Source: an optimization exercise on an open RTL-to-GDS flow (aim: small area, a short achievable clock period and few clock cycles). Production flows keep margins and buffers that such runs may drop.
The RTL was checked by simulation tests, not by an equivalence proof against the original design.
Power figures rest on the tool's default switching activity, not on a simulated workload.

== north ==
// least_busy_core_job_dispatcher
module least_busy_core_job_dispatcher (
	input  logic        clk,
	input  logic        arst_n,
	input  logic        req_valid,
	output logic        req_ready,
	input  logic [1:0]  operation,
	input  logic [1:0]  group,
	input  logic [31:0] job_latency,
	input  logic [31:0] start_delay,
	input  logic [15:0] job_tag,
	output logic        rsp_valid,
	input  logic        rsp_ready,
	output logic [1:0]  kind,
	output logic [1:0]  group_out,
	output logic [2:0]  core,
	output logic [15:0] tag_out,
	output logic [31:0] latency_out,
	output logic [63:0] event_time,
	output logic        status,
	output logic        last,
	input  logic        psel,
	input  logic        penable,
	input  logic        pwrite,
	input  logic [3:0]  paddr,
	input  logic [31:0] pwdata,
	output logic [31:0] prdata,
	output logic        pready
);
export LEC_CHECK = 0
export CAP_MARGIN = 20
export CELL_PAD_IN_SITES_DETAIL_PLACEMENT = 0
export CELL_PAD_IN_SITES_GLOBAL_PLACEMENT = 1
export CORE_MARGIN = 2
export CORE_UTILIZATION = 50
export CTS_CLUSTER_DIAMETER = 60
export CTS_CLUSTER_SIZE = 35
export PLACE_DENSITY = 0.7
export SETUP_SLACK_MARGIN = 5
export SLEW_MARGIN = 20
export SYNTH_HIERARCHICAL = 1
export SYNTH_MEMORY_MAX_BITS = 16384
export SYNTH_MINIMUM_KEEP_SIZE = 0
export TNS_END_PERCENT = 0
create_clock -name core_clock -period 10.0 [get_ports {clk}]
run.sh (not shown) runs the stock make flow with config.mk's settings and CLKGATE_MAP_FILE= SYNTH_SCRIPT=/design/flow/synth_recipe.tcl, a recipe that flattens the netlist after the stock synthesis.
Testbench counts of north, summed over its fixed seeds: cycles 3,838.
The following lists how south was set up differently from north:
# north
export LEC_CHECK = 0
export CAP_MARGIN = 20
export CELL_PAD_IN_SITES_DETAIL_PLACEMENT = 0
export CELL_PAD_IN_SITES_GLOBAL_PLACEMENT = 1
export CORE_MARGIN = 2
export CORE_UTILIZATION = 50
export CTS_CLUSTER_DIAMETER = 60
export CTS_CLUSTER_SIZE = 35
export PLACE_DENSITY = 0.7
export SETUP_SLACK_MARGIN = 5
export SLEW_MARGIN = 20
export SYNTH_HIERARCHICAL = 1
export SYNTH_MEMORY_MAX_BITS = 16384
export SYNTH_MINIMUM_KEEP_SIZE = 0
export TNS_END_PERCENT = 0
create_clock -name core_clock -period 10.0 [get_ports {clk}]
# south
export LEC_CHECK = 0
export CAP_MARGIN = 20
export CELL_PAD_IN_SITES_DETAIL_PLACEMENT = 0
export CELL_PAD_IN_SITES_GLOBAL_PLACEMENT = 1
export CORE_MARGIN = 2
export CORE_UTILIZATION = 50
export CTS_CLUSTER_DIAMETER = 60
export CTS_CLUSTER_SIZE = 35
export PLACE_DENSITY = 0.7
export SETUP_SLACK_MARGIN = 5
export SLEW_MARGIN = 20
export SYNTH_HIERARCHICAL = 1
export SYNTH_MEMORY_MAX_BITS = 16384
export SYNTH_MINIMUM_KEEP_SIZE = 0
export TNS_END_PERCENT = 5
create_clock -name core_clock -period 10.0 [get_ports {clk}]
--- outcome ---
Minimum period implied by the final worst setup slack delta for south relative to north: 23 ps higher. Between north and south, the flow reports cell-internal power increasing by a few percent. Sequential share of power | south below north.

* * *

Setup of build 69:
Another version of the RTL of least_busy_core_job_dispatcher (not shown whole).
Size: about 280 I/O pins, ~0.32 mm2 of cells after synthesis.
==> flow/config.mk <==
export PLATFORM = sky130hd
export DESIGN_NAME = least_busy_core_job_dispatcher
export DESIGN_NICKNAME = least_busy_core_job_dispatcher
export VERILOG_FILES = /design/flow/design.v
export SDC_FILE = /design/flow/constraint.sdc
export NUM_CORES = 4
export LEC_CHECK = 0
export CAP_MARGIN = 20
export CELL_PAD_IN_SITES_DETAIL_PLACEMENT = 0
export CELL_PAD_IN_SITES_GLOBAL_PLACEMENT = 1
export CORE_MARGIN = 2
export CORE_UTILIZATION = 50
export PLACE_DENSITY = 0.7
export SETUP_SLACK_MARGIN = 5
export SLEW_MARGIN = 20
export SYNTH_HIERARCHICAL = 1
export SYNTH_MEMORY_MAX_BITS = 16384
export SYNTH_MINIMUM_KEEP_SIZE = 0
export TNS_END_PERCENT = 0
==> flow/constraint.sdc <==
create_clock -name core_clock -period 10.0 [get_ports {clk}]
set_input_delay 2.0000 -clock core_clock [delete_from_list [all_inputs] [get_ports {clk}]]
set_output_delay 2.0000 -clock core_clock [all_outputs]
set_load 0.01 [all_outputs]
Build 69 finished end to end and its layout was clean on timing, DRC and antenna.
Testbench counts of build 69, summed over its fixed seeds: cycles 3,838.
Changes in build 67 relative to build 69:
Settings: PLACE_DENSITY changed from 0.7 to 0.6; CORE_UTILIZATION changed from 50 to 40; CELL_PAD_IN_SITES_DETAIL_PLACEMENT changed from 0 to 1; CELL_PAD_IN_SITES_GLOBAL_PLACEMENT changed from 1 to 2.
--- outcome ---
- Build 67 went all the way through synthesis, placement and routing and the layout is clean on timing, DRC and antenna.
- Build 69 finished end to end and its layout was clean on timing, DRC and antenna.
- Compared with build 69, build 67 shows fraction of the cycle the final worst path needs higher by 1.7 points.
- Higher timing-limited maximum frequency was reported by build 69, not build 67.
- The worst hold slack number comes out lower for build 69 vs build 67.
- Build 69 has higher worst setup slack than build 67.
- Compared with build 69, in build 67 register-to-register slack lower, starting density of the core lower, power density relative to cell area higher, signed area change from the synthesized netlist to the final layout higher, fraction of area in registers lower.
- Sum of negative setup slack across build 69 and build 67: no real change.
- When build 67 is set beside build 69, its time the final worst path needs with I/O delays and setup turns out to be 0.17 ns larger.

* * *

== job 6957 ==
Another version of the RTL of least_busy_core_job_dispatcher (not shown whole).
Size: ~280 I/O pins, roughly 0.31 mm² of cells after synthesis.
// least_busy_core_job_dispatcher
module least_busy_core_job_dispatcher (
	input  logic        clk,
	input  logic        arst_n,
	input  logic        req_valid,
	output logic        req_ready,
	input  logic [1:0]  operation,
	input  logic [1:0]  group,
	input  logic [31:0] job_latency,
	input  logic [31:0] start_delay,
	input  logic [15:0] job_tag,
	output logic        rsp_valid,
	input  logic        rsp_ready,
	output logic [1:0]  kind,
	output logic [1:0]  group_out,
	output logic [2:0]  core,
	output logic [15:0] tag_out,
	output logic [31:0] latency_out,
	output logic [63:0] event_time,
	output logic        status,
	output logic        last,
	input  logic        psel,
	input  logic        penable,
	input  logic        pwrite,
	input  logic [3:0]  paddr,
	input  logic [31:0] pwdata,
	output logic [31:0] prdata,
	output logic        pready
);
make LEC_CHECK=0 CAP_MARGIN=20 CELL_PAD_IN_SITES_DETAIL_PLACEMENT=0 CELL_PAD_IN_SITES_GLOBAL_PLACEMENT=1 CORE_MARGIN=2 CORE_UTILIZATION=50 CTS_CLUSTER_DIAMETER=60 CTS_CLUSTER_SIZE=35 PLACE_DENSITY=0.7 SETUP_SLACK_MARGIN=5 SLEW_MARGIN=20 SYNTH_HIERARCHICAL=1 SYNTH_MEMORY_MAX_BITS=16384 SYNTH_MINIMUM_KEEP_SIZE=0 TNS_END_PERCENT=0 finish   # period 10.0 ns
Job 6957 | status: complete | timing, DRC, antenna: pass
Testbench counts of job 6957, summed over its fixed seeds: cycles 3,838.
--- input diff job 6957..job 3677 ---
- changing CTS_CLUSTER_SIZE from 35 to 40
- changing PLACE_DENSITY from 0.7 to 0.72
- changing CTS_CLUSTER_DIAMETER from 60 to 70
- changing CORE_UTILIZATION from 50 to 53
Findings:
Compared with job 6957, in job 3677 fraction of power consumed by combinational cells now sits higher; count of multi-input combinational gates now sits at about the same level; routed wire length now sits at about the same level. Lower instance count after placement with tap cells included among job 3677 and job 6957: job 3677. Slack of the critical path in job 3677 is 0.082 ns lower than in job 6957. Summary: with job 6957 as the reference, total of clock buffers placed in the layout in job 3677 moved down by more than 10%. Job 3677 reached the end of the flow, and the finished layout is clean on the timing, design-rule and antenna checks. Relative to job 6957, first-pass GRT wire length has decreased by about 0.33% in job 3677. Of the two values seen for slowest cell on the critical path, sky130_fd_sc_hd__and2_4 was produced by job 6957 and sky130_fd_sc_hd__dfrtp_4 by job 3677.
## Diff of input files: job 2568 against job 3677
- changing PLACE_DENSITY from 0.72 to 0.7
- changing CTS_CLUSTER_DIAMETER from 70 to 60
- changing CORE_UTILIZATION from 53 to 50
- changing CTS_CLUSTER_SIZE from 40 to 35
- changing TNS_END_PERCENT from 0 to 5
Notes after the runs:
Job 2568 ended up with u_back.wtag_q[4] as its end of the critical path; job 3677 ended up with u_back.rest_q.
Compared with job 3677, in job 2568 clock-cell share of area saw an increase; combined global-route utilization of all metal layers saw a decrease; layout overhead on the synthesized area saw an increase.
[job 2568 vs job 3677] total met2 wirelength after detailed routing: higher in job 2568
Job 2568: complete, dirty (max-slew violations)

## separate check: timing with driven ports
Ports are ideal in the flow. The routed layouts listed here were re-timed in OpenROAD.
Step 1: set_driving_cell puts a clkbuf_16 on clk and a buf_2 on each other input, an assumption about the parent block.
Step 2 moves the port delays by t, midway between the first and last clock arrival at a register: inputs arrive t later, outputs are due t later. That takes back most of the time a late clock gives input paths.
Slacks: ideal / step 1 / step 2; pairs: ideal / step 1.
run | shift t [ns] | setup WS [ns] | worst setup path after step 2 | latest minus earliest clock arrival (ns) | worst slew at a driven data input, ns
north | 1.301 | 4.453 / 4.453 / 3.339 | input to register | 0.160 / 0.160 | 0.06
south | 1.307 | 4.431 / 4.431 / 3.352 | input to register | 0.156 / 0.156 | 0.05
build 69 | 1.309 | 4.329 / 4.329 / 4.329 | register to register | 0.113 / 0.113 | 0.08
build 67 | 1.343 | 4.156 / 4.156 / 4.156 | register to register | 0.154 / 0.154 | 0.10
job 6957 | 1.273 | 4.235 / 4.235 / 3.446 | input to register | 0.178 / 0.178 | 0.06
job 3677 | 1.246 | 4.153 / 4.153 / 3.451 | input to register | 0.168 / 0.169 | 0.18
job 2568 | 1.265 | 4.134 / 4.134 / 3.198 | input to register | 0.167 / 0.168 | 0.18
For north, which loses most, drivers alone change the setup slack by 0.000 ns; drivers and shift together by -1.114 ns.
